Context: an optimization exercise on an open-source flow, tuned for small area, a short achievable clock period and few clock cycles per item. The choices shown serve that exercise and are no tape-out recipe. In this exercise RTL edits were held to simulation tests only and were not proved equivalent to the original. Power and IR drop assume default switching activity.

$ cat design.v
package tl_ul_pkg;
	parameter int tl_addr_w   = 32;             
	parameter int tl_data_w   = 64;             
	parameter int tl_strb_w   = tl_data_w / 8;  
	parameter int tl_source_w = 3;              
	parameter int tl_sink_w   = 3;              
	parameter int tl_opcode_w = 3;
	parameter int tl_param_w  = 3;              
	parameter int tl_size_w   = 8;              
	parameter int tl_beat_size = 3;
	typedef enum logic [tl_opcode_w-1:0] {
		put_full_data    = 3'd0,
		put_partial_data = 3'd1,
		arithmetic_data  = 3'd2,  
		logical_data     = 3'd3,  
		get              = 3'd4,
		intent           = 3'd5,  
		acquire_block    = 3'd6,  
		acquire_perm     = 3'd7   
	} a_opcode_e;
	typedef enum logic [tl_opcode_w-1:0] {
		access_ack      = 3'd0,
		access_ack_data = 3'd1
	} d_opcode_e;
	typedef enum logic [1:0] {
		st_idle,     
		st_access,   
		st_respond   
	} slave_state_e;
endpackage
`timescale 1ns/10ps
import tl_ul_pkg::*;
module tl_slave_fsm (
	input  logic clk,
	input  logic rst,
	input  logic a_valid,
	input  logic d_ready,
	output logic a_ready,
	output logic d_valid,
	output logic capture,  
	output logic access    
);
	tl_ul_pkg::slave_state_e state;
	always_ff @(posedge clk or posedge rst) begin
		if (rst) begin
			state <= st_idle;
		end else begin
			case (state)
				st_idle: begin
					if (a_valid)  
						state <= st_access;
				end
				st_access: begin
					state <= st_respond;  
				end
				st_respond: begin
					if (d_ready)
						state <= st_idle;
				end
				default: state <= st_idle;
			endcase
		end
	end
	assign a_ready = (state == st_idle);
	assign d_valid = (state == st_respond);
	assign access  = (state == st_access);
	assign capture = a_valid & a_ready;  
endmodule
`timescale 1ns/10ps
import tl_ul_pkg::*;
module tl_request_decode #(
	parameter int DEPTH = 64
) (
	input  logic                       clk,
	input  logic                       rst,
	input  logic                       capture,
	input  logic                       access,
	input  logic [tl_opcode_w-1:0]     a_opcode,
	input  logic [tl_addr_w-1:0]       a_address,
	input  logic [tl_size_w-1:0]       a_size,
	input  logic [tl_strb_w-1:0]       a_mask,
	input  logic [tl_data_w-1:0]       a_data,
	input  logic [tl_source_w-1:0]     a_source,
	input  logic [tl_data_w-1:0]       mem_rdata,
	output logic                       mem_wen,
	output logic [$clog2(DEPTH)-1:0]   mem_index,
	output logic [tl_strb_w-1:0]       mem_strb,
	output logic [tl_data_w-1:0]       mem_wdata,
	output logic [tl_opcode_w-1:0]     d_opcode,
	output logic [tl_param_w-1:0]      d_param,
	output logic [tl_size_w-1:0]       d_size,
	output logic [tl_sink_w-1:0]       d_sink,
	output logic [tl_source_w-1:0]     d_source,
	output logic [tl_data_w-1:0]       d_data,
	output logic                       d_error
);
	localparam int idx_w  = $clog2(DEPTH);
	localparam int idx_lo = tl_beat_size;  
	logic [tl_opcode_w-1:0] opcode_q;
	logic [tl_addr_w-1:0]   addr_q;
	logic [tl_size_w-1:0]   size_q;
	logic [tl_strb_w-1:0]   mask_q;
	logic [tl_data_w-1:0]   data_q;
	logic [tl_source_w-1:0] source_q;
	logic is_full, is_partial, is_get;
	logic good_size, in_range;
	logic good_put, good_get;
	logic resp_get;  
	always_ff @(posedge clk) begin
		if (capture) begin
			opcode_q <= a_opcode;
			addr_q   <= a_address;
			size_q   <= a_size;
			mask_q   <= a_mask;
			data_q   <= a_data;
			source_q <= a_source;
		end
	end
	assign is_full    = (opcode_q == put_full_data);
	assign is_partial = (opcode_q == put_partial_data);
	assign is_get     = (opcode_q == get);
	assign good_size  = (size_q == tl_size_w'(tl_beat_size));  
	assign mem_index = addr_q[idx_lo +: idx_w];
	assign in_range  = (addr_q[tl_addr_w-1:idx_lo+idx_w] == '0) && (int'(mem_index) < DEPTH);
	assign good_put = (is_full | is_partial) & good_size & in_range;
	assign good_get = is_get & good_size & in_range;
	assign mem_wen   = access & good_put;  
	assign mem_strb  = is_full ? '1 : mask_q;
	assign mem_wdata = data_q;
	always_ff @(posedge clk or posedge rst) begin
		if (rst) begin
			resp_get <= 1'b0;
			d_error  <= 1'b0;
			d_opcode <= access_ack;
		end else if (access) begin
			resp_get <= good_get;
			d_error  <= ~(good_put | good_get);
			d_opcode <= good_get ? access_ack_data : access_ack;  
		end
	end
	always_ff @(posedge clk) begin
		if (access) begin
			d_size   <= size_q;    
			d_source <= source_q;  
		end
	end
	assign d_data  = resp_get ? mem_rdata : '0;
	assign d_param = '0;
	assign d_sink  = '0;
endmodule
`timescale 1ns/10ps
import tl_ul_pkg::*;
module tl_byte_mem #(
	parameter int DEPTH = 64
) (
	input  logic                     clk,
	input  logic                     rst,
	input  logic                     wen,
	input  logic [$clog2(DEPTH)-1:0] index,
	input  logic [tl_strb_w-1:0]     strb,   
	input  logic [tl_data_w-1:0]     wdata,
	output logic [tl_data_w-1:0]     rdata   
);
	logic [tl_data_w-1:0] mem [DEPTH];
	logic [tl_data_w-1:0] rdata_q;
	always_ff @(posedge clk or posedge rst) begin
		if (rst) begin
			for (int w = 0; w < DEPTH; w++) begin
				mem[w] <= '0;  
			end
		end else if (wen) begin
			for (int b = 0; b < tl_strb_w; b++) begin
				if (strb[b])
					mem[index][8*b +: 8] <= wdata[8*b +: 8];
			end
		end
	end
	always_ff @(posedge clk) begin
		rdata_q <= mem[index];
	end
	assign rdata = rdata_q;
endmodule
`timescale 1ns/10ps
import tl_ul_pkg::*;
module tl_ul_slave_top #(
	parameter int DEPTH = 64  
) (
	input  logic                   clk,
	input  logic                   rst,
	input  logic                   a_valid,
	output logic                   a_ready,
	input  logic [tl_opcode_w-1:0] a_opcode,
	input  logic [tl_param_w-1:0]  a_param,    
	input  logic [tl_addr_w-1:0]   a_address,
	input  logic [tl_size_w-1:0]   a_size,
	input  logic [tl_strb_w-1:0]   a_mask,
	input  logic [tl_data_w-1:0]   a_data,
	input  logic [tl_source_w-1:0] a_source,
	output logic                   d_valid,
	input  logic                   d_ready,
	output logic [tl_opcode_w-1:0] d_opcode,
	output logic [tl_param_w-1:0]  d_param,
	output logic [tl_size_w-1:0]   d_size,
	output logic [tl_sink_w-1:0]   d_sink,
	output logic [tl_source_w-1:0] d_source,
	output logic [tl_data_w-1:0]   d_data,
	output logic                   d_error
);
	logic capture;
	logic access;
	logic                     mem_wen;
	logic [$clog2(DEPTH)-1:0] mem_index;
	logic [tl_strb_w-1:0]     mem_strb;
	logic [tl_data_w-1:0]     mem_wdata;
	logic [tl_data_w-1:0]     mem_rdata;
	tl_slave_fsm u_fsm (
		.clk     (clk),
		.rst     (rst),
		.a_valid (a_valid),
		.d_ready (d_ready),
		.a_ready (a_ready),
		.d_valid (d_valid),
		.capture (capture),
		.access  (access)
	);
	tl_request_decode #(.DEPTH(DEPTH)) u_decode (
		.clk       (clk),
		.rst       (rst),
		.capture   (capture),
		.access    (access),
		.a_opcode  (a_opcode),
		.a_address (a_address),
		.a_size    (a_size),
		.a_mask    (a_mask),
		.a_data    (a_data),
		.a_source  (a_source),
		.mem_rdata (mem_rdata),
		.mem_wen   (mem_wen),
		.mem_index (mem_index),
		.mem_strb  (mem_strb),
		.mem_wdata (mem_wdata),
		.d_opcode  (d_opcode),
		.d_param   (d_param),
		.d_size    (d_size),
		.d_sink    (d_sink),
		.d_source  (d_source),
		.d_data    (d_data),
		.d_error   (d_error)
	);
	tl_byte_mem #(.DEPTH(DEPTH)) u_mem (
		.clk   (clk),
		.rst   (rst),
		.wen   (mem_wen),
		.index (mem_index),
		.strb  (mem_strb),
		.wdata (mem_wdata),
		.rdata (mem_rdata)
	);
endmodule
$ cat run.sh
#!/bin/bash
# synth_recipe.tcl (not shown) runs the flow's synth.tcl, then flattens the netlist and writes it again
# the make line also repeats each setting of config.mk as NAME=value (left out here)
make -C /OpenROAD-flow-scripts/flow DESIGN_CONFIG=/design/flow/config.mk WORK_HOME=/design/flow/orfs CLKGATE_MAP_FILE= SYNTH_SCRIPT=/design/flow/synth_recipe.tcl finish
$ cat config.mk
export PLATFORM = sky130hd
export DESIGN_NAME = tl_ul_slave_top
export DESIGN_NICKNAME = tl_ul_slave_top
export VERILOG_FILES = /design/flow/design.v
export SDC_FILE = /design/flow/constraint.sdc
export NUM_CORES = 4
export LEC_CHECK = 0
export CAP_MARGIN = 20
export CORE_MARGIN = 2
export CORE_UTILIZATION = 40
export SLEW_MARGIN = 20
$ cat constraint.sdc
create_clock -name core_clock -period 6.0 [get_ports {clk}]
set_input_delay 1.2000 -clock core_clock [delete_from_list [all_inputs] [get_ports {clk}]]
set_output_delay 1.2000 -clock core_clock [all_outputs]
set_load 0.01 [all_outputs]
==> impl_metrics.yaml, run 1 <==
run_status:
  status: "finished clean"
clock_network:
  cts_setup_buffers: 0
  clockBufferDepth: 4
  cts.sinks: 4290
  cts-buffers-inserted: 456
  cts-resized-gates: 0
  ctsHoldBuffers: 0
  clkLatencyLatePin_ns: 1.04
  cts_tree: "yes"
  h-tree-depth: 5
  clk_pin_slew_ns: 0.06
  cts_root_buffer: "clkbuf_16"
grt:
  grt_remaining_overflow: 0
  grt_pass1_wl_um: 973000
  track_usage_pct: 29.4
  grt_pass1_vias: 122000
  grt_max_degree: 123
  antenna_found_initial: 56
yosys:
  synth_compound_area_share_pct: 8.42
  synth_seq_cells: 4290
  yosys.cell_types.count: 59
  syn_area_mm2: 0.183
  yosys.area.top_type: "dfrtp_1"
  synth_xor_area_share_pct: 0
  synth_mux_area_share_pct: 25.4
  ys_async_sr_fraction_pct: 95.6
  netlist_instances: 13200
  synth_top_area_share_pct: 56.0
  synth_edf_count: 126
  yosys-top-cells-area: "dfrtp_1 56%, mux2_2 25%, a22oi_1 6.4%, edfxtp_1 2.1%, clkbuf_1 1.4%"
  synth_warnings: 4
  synthFlopType: "dfrtp_1"
  synth.avg_cell_area_um2: 13.9
  synthAdderAreaFrac_pct: 0
  yosys.area_share.simple_pct: 5.01
  synth-seq-area-share_pct: 58.7
  synth_top_family_by_area: "multiplexers"
sta:
  maxSlewHeadroom_pct: 16.2
  layout_setup_ws_ns: 1.21
  rsz0062_at_grt: "false"
  fmax_ghz: 0.209
  finalClockSkew_ns: 0.0816
  fin_crit_ns: 4.79
  whs_ns: 0.418
  hold_viol: 0
  fin_crit_sh_pct: 79.8
  finalSetupViolCount: 0
  tns_ns: 0
  worstMarginPinSlew_ns: 1.25
  maxSlewViolCount: 0
placement:
  place_ws_ns: 1.46
  numPortBuffers: 197
  dp_hpwl_um: 444000
  place.gp.congestion: 0.878
setup_path:
  rrSetupSlack_ns: 1.21
  critPathTopFamily: "simple AND/OR/NAND/NOR gates"
  critPathMaxStageDelay_ns: 0.92
  path_class: "flip-flop to flip-flop"
  r2r_start: "u_decode.addr_q[5]"
  cp_slowest_cell: "edfxtp_1"
  worstSetupEndpointType: "flip-flop"
  r2r_cells: 5
  crit_fanout: 29
  start_kind: "flip-flop"
  crit_arrival_ns: 5.69
  required_ns: 6.90
  reg2reg_to: "u_mem.mem[4][34]"
  path_buf_inv: 1
  path_cells: "nor4b_2 > and2_4 > buf_4 > nand2_1 > mux2_2"
min_path:
  whs_path_depth: 0
  min_path_type: "flip-flop to flip-flop"
  hp-start: "u_decode.source_q[2]"
  min_to: "u_decode.d_source[2]"
drt:
  post_drt_wl_per_cell_um: 35.3
  dr_total_vias: 124000
  wl_um: 694000
  drcViolationCount: 0
  ant_nets: 0
  first_pass_iters: 6
  drtIter0Drc: 14200
  avgViaCountPerCell: 6.30
pwr:
  p_leak_nw: 103
  ir_worst_vdd_mv: 0.229
  p_total_mw: 62.7
  power_density_mw_per_mm2: 301
flow_run:
  maxCapViolations: 0
floorplan:
  ios: 212
  core-area_mm2: 0.456
  dieArea_mm2: 0.464
  start_util_pct: 40.2
  die_h_um: 681
  fp.dieW_um: 681
  rows: 248
cells_and_area:
  final_cell_mix: "4099 x dfrtp_1, 4096 x mux2_2, 1562 x a22oi_1, 572 x nand2_1, 466 x clkbuf_16"
  final_common_cell: "dfrtp_1"
  drive_above_1_share_pct: 39.4
  syn2layout_area_growth_pct: 13.8
  fin_util_pct: 45.7
  fill_cells: 40800
  nets: 13400
## worst max path at each step
| stage | slack [ns] | startpoint | endpoint | depth (start not counted) |
|---|---|---|---|---|
| 2_1_floorplan | -52.34 | rst | u_decode.d_error | 1 |
| 3_3_place_gp | 1.40 | u_decode.addr_q[23] | u_mem.mem[49][22] | 7 |
| 3_5_place_dp | 1.46 | u_decode.size_q[5] | u_mem.mem[4][34] | 7 |
| 4_1_cts | 1.39 | u_decode.size_q[5] | u_mem.mem[4][32] | 7 |
| 5_1_grt | 1.24 | u_decode.addr_q[5] | u_mem.mem[4][36] | 5 |
| 6_report | 1.21 | u_decode.addr_q[5] | u_mem.mem[4][34] | 5 |
## power breakdown
part / leakage [nW] / internal, mW / switching (mW)
clock: 7.45 / 16.5 / 12.2
sequential: 59.0 / 29.3 / 0.113
combinational: 36.2 / 0.636 / 3.95
total: 103 / 46.4 / 16.2
## cell type report
type / count / area, µm² / share of cell area [%]
Tap cell: 6000 / 7510 / 3.60
Inverter: 3 / 15.0 / 0.00720
Timing Repair Buffer: 667 / 6590 / 3.16
Sequential cell: 4290 / 108000 / 51.6
Multi-Input combinational cell: 7855 / 71500 / 34.3
Clock inverter: 105 / 1210 / 0.579
Clock buffer: 725 / 13900 / 6.68
Antenna cell: 25 / 62.6 / 0.0300
## metal layers
metal	GRT usage, %	share of wire, %	up-vias
li1	-	-	49900
met1	40.1	41	66900
met2	44.9	45	5736
met3	5.91	8.3	1448
met4	13.9	5.4	20
met5	0	0.020	-
## synth_stat cells (36+ instances only)
library cell,number
a22oi_1,1562
dfxtp_1,64
edfxtp_1,126
mux2_2,4096
a22o_1,84
mux2i_1,37
nor4_1,79
and3_1,315
a21oi_1,76
nand4_1,317
and2_1,123
a221oi_1,36
a2111oi_0,100
buf_2,237
clkbuf_1,704
a2bb2oi_1,40
dfrtp_1,4100
nand2_1,574
or4_1,44
buf_1,125
nand3_1,99
nor2_1,52
## kinds of logic after synthesis
kind of cell / count (synthesis)
DFF: 4290
muxes: 4133
AOI/OAI and AO/OA: 2020
and+or+nand+nor: 1694
buffers and inverters: 1093
other: 1
## sequential cells by signal (all words and copies together) (netlist names)
signal	cells
u_mem.mem	4096
u_decode.d_source	3
u_decode.d_size	8
u_decode.source_q	3
u_decode.opcode_q	3
u_decode.addr_q	29
u_fsm.state	2
u_decode.d_error	1
u_decode.resp_get	1
u_decode.data_q	64
u_decode.mask_q	8
u_mem.rdata_q	64
u_decode.size_q	8
## stage by stage
stage / cell area (µm²) / cells
after global placement: 193000 / 18800
after floorplan: 183000 / 13200
after detailed placement: 193000 / 18800
after CTS: 208000 / 19600
final: 208000 / 19700
after global routing: 208000 / 19700
Testbench counts, summed over its fixed seeds: cycles 14,400, items 4,800.
==> inputs of run 2 (changes only) <==
--- a/design.v
+++ b/design.v
@@ -55,13 +55,13 @@
 				end
 				st_respond: begin
 					if (d_ready)
-						state <= st_idle;
+						state <= a_valid ? st_access : st_idle;
 				end
 				default: state <= st_idle;
 			endcase
 		end
 	end
-	assign a_ready = (state == st_idle);
+	assign a_ready = (state == st_idle) | ((state == st_respond) & d_ready);
 	assign d_valid = (state == st_respond);
 	assign access  = (state == st_access);
 	assign capture = a_valid & a_ready;  
==> impl_metrics.yaml, run 2 <==
run_status:
  status: "finished clean"
setup_path:
  crit_arrival_ns: 5.50
  worstSetupEndpointType: "flip-flop"
  start_kind: "flip-flop"
  cp-startpoint: "u_decode.addr_q[3]"
  crit_fanout: 23
  r2r_start: "u_decode.addr_q[3]"
  path_class: "flip-flop to flip-flop"
  required_ns: 6.86
  rrSetupSlack_ns: 1.36
cells_and_area:
  largestRegisters: "u_mem.mem (4096), u_decode.data_q (64), u_mem.rdata_q (64)"
  finish.instance_area_mm2: 0.208
  fin_util_pct: 45.7
  final_cell_mix: "4099 x dfrtp_1, 4097 x mux2_2, 1333 x a22oi_1, 529 x nand2_1, 462 x clkbuf_16"
  nets: 13300
  drive_above_1_share_pct: 39.7
  syn2layout_area_growth_pct: 13.8
  final_common_cell: "dfrtp_1"
  regMostFlops: "u_mem.mem"
  largest_reg_flops: 4096
clock_network:
  cts_setup_buffers: 0
  cts.sinks: 4290
  h-tree-depth: 5
  cts-resized-gates: 0
  clkLatencyLatePin_ns: 1.04
  ctsHoldBuffers: 0
  cts_root_buffer: "clkbuf_16"
  cts-buffers-inserted: 452
  cts_tree: "yes"
  clk_pin_slew_ns: 0.06
  clockBufferDepth: 4
grt:
  grt_pass1_vias: 122000
  grt_remaining_overflow: 0
  grt_pass1_wl_um: 968000
  track_usage_pct: 29.2
  antenna_found_initial: 70
  grt_max_degree: 131
drt:
  drcViolationCount: 0
  wl_um: 689000
  ant_nets: 0
  drtIter0Drc: 15600
  first_pass_iters: 5
  avgViaCountPerCell: 6.35
  post_drt_wl_per_cell_um: 35.2
  dr_total_vias: 124000
floorplan:
  start_util_pct: 40.1
  dieArea_mm2: 0.462
  fp.dieW_um: 680
  ios: 212
  die_h_um: 680
  core-area_mm2: 0.456
  rows: 248
yosys:
  synth_seq_cells: 4290
  synth.avg_cell_area_um2: 13.9
  yosys-top-cells-count: "4100 x dfrtp_1, 4097 x mux2_2, 1333 x a22oi_1"
  syn_area_mm2: 0.183
  synth_warnings: 4
  yosys-top-cells-area: "dfrtp_1 56%, mux2_2 25%, a22oi_1 5.5%, edfxtp_1 2.1%, clkbuf_1 1.4%"
  ys_async_sr_fraction_pct: 95.6
  synth-seq-area-share_pct: 58.9
  yosysMostFrequentCell: "dfrtp_1"
  synth_top_area_share_pct: 56.1
  yosys.cell_types.count: 52
  netlist_instances: 13100
  synth_edf_count: 126
  yosys.area.top_type: "dfrtp_1"
  synthFlopType: "dfrtp_1"
sta:
  fin_crit_ns: 4.64
  fmax_ghz: 0.216
  maxSlewViolCount: 0
  tns_ns: 0
  rsz0062_at_grt: "false"
  finalSetupViolCount: 0
  worstMarginPinSlew_ns: 1.25
  maxSlewHeadroom_pct: 16.9
  finalClockSkew_ns: 0.0721
  fin_crit_sh_pct: 77.3
  hold_viol: 0
pwr:
  power_density_mw_per_mm2: 293
  ir_worst_vdd_mv: 0.256
  p_leak_nw: 102
placement:
  numPortBuffers: 197
  dp_hpwl_um: 432000
  place.gp.congestion: 0.871
  dpl_cell_area_mm2: 0.192
flow_run:
  maxCapViolations: 0
min_path:
  min_path_type: "flip-flop to flip-flop"
  hp-start: "u_decode.source_q[1]"
[run 2: area by class of cell]
class	count	area, µm²
Antenna cell	46	115
Clock buffer	680	13400
Clock inverter	158	1980
Fill cell	40700	248000
Inverter	3	15.0
Multi-Input combinational cell	7770	70900
Sequential cell	4290	108000
Tap cell	6000	7510
Timing Repair Buffer	632	6330
[run 2: critical path, cell delays in order (launching register included)]
cell,delay [ns]
edfxtp_1,0.84
and4bb_4,0.61
buf_4,0.46
and2_4,0.86
buf_4,0.41
buf_4,0.31
nand2_1,0.48
mux2_2,0.47
[run 2: cells by family after synthesis]
family                 Yosys count  synth area share (%)
buffers and inverters         1093                  2.49
other                            1               0.00205
muxes                         4097                  25.2
AOI/OAI and AO/OA             2000                  8.51
DFF                           4290                  58.9
and+or+nand+nor               1665                  4.85
[run 2: worst paths after layout]
path / depth (start not counted) / endpoint
setup / recovery: 7 / u_mem.mem[57][33]
hold / removal: 0 / u_decode.d_source[1]
setup reg to reg: 7 / u_mem.mem[57][33]
hold reg to reg: 0 / u_decode.d_source[1]
max in group asynchronous: 5 / u_mem.mem[14][36]
min in group asynchronous: 2 / u_mem.mem[33][27]
[run 2: stage by stage]
step | hold WS, ns | std cells | total power, mW | setup slack, ns
after CTS | 0.417 | 19500 | 61.2 | 1.30
after global placement | 0.404 | 18700 | 32.2 | 1.56
after detailed placement | 0.405 | 18700 | 32.2 | 1.51
after floorplan | 0.400 | 13200 | 31.1 | -52.34
after global routing | 0.433 | 19600 | 62.6 | 1.31
final | 0.415 | 19600 | 60.9 | 1.36
[run 2: power breakdown]
part,switching [mW],leakage [nW],total (mW),internal [mW]
logic,2.07,35.3,2.42,0.357
clock network,12.4,7.61,29.3,16.9
registers,0.0535,59.0,29.2,29.2
[run 2: metal layers]
metal	wire length [µm]	share of wire [%]	vias to the layer above	global-route usage (%)
met5	161	0.023	-	0
met4	33400	4.9	24	12.2
met3	60300	8.7	1420	5.90
met2	304000	44	5971	44.0
met1	291000	42	67300	41.0
li1	-	-	49600	-
Testbench counts of run 2, summed over its fixed seeds: cycles 9,608, items 4,800.

[what the ideal ports hide]
How much do the figures lean on ideal ports? The routed layouts below were timed once more, with nothing changed but the port constraints.
Step 1, drivers: a clkbuf_16 drives clk and a buf_2 each remaining input, both assumed.
Step 2 also shifts input and output timing later by t, the mid clock arrival at the registers, as if the neighbouring blocks saw the same clock.
Slacks: no drivers / after step 1 / after step 2; pairs: no drivers / after step 1.
run | t (ns) | setup slack, ns | worst register clock-pin slew, ns
run 1 | 1.131 | 1.214 / 1.214 / 1.214 | 0.07 / 0.07
run 2 | 1.115 | 1.364 / 1.364 / 1.364 | 0.08 / 0.08
After both steps setup and hold are still met in every run listed.
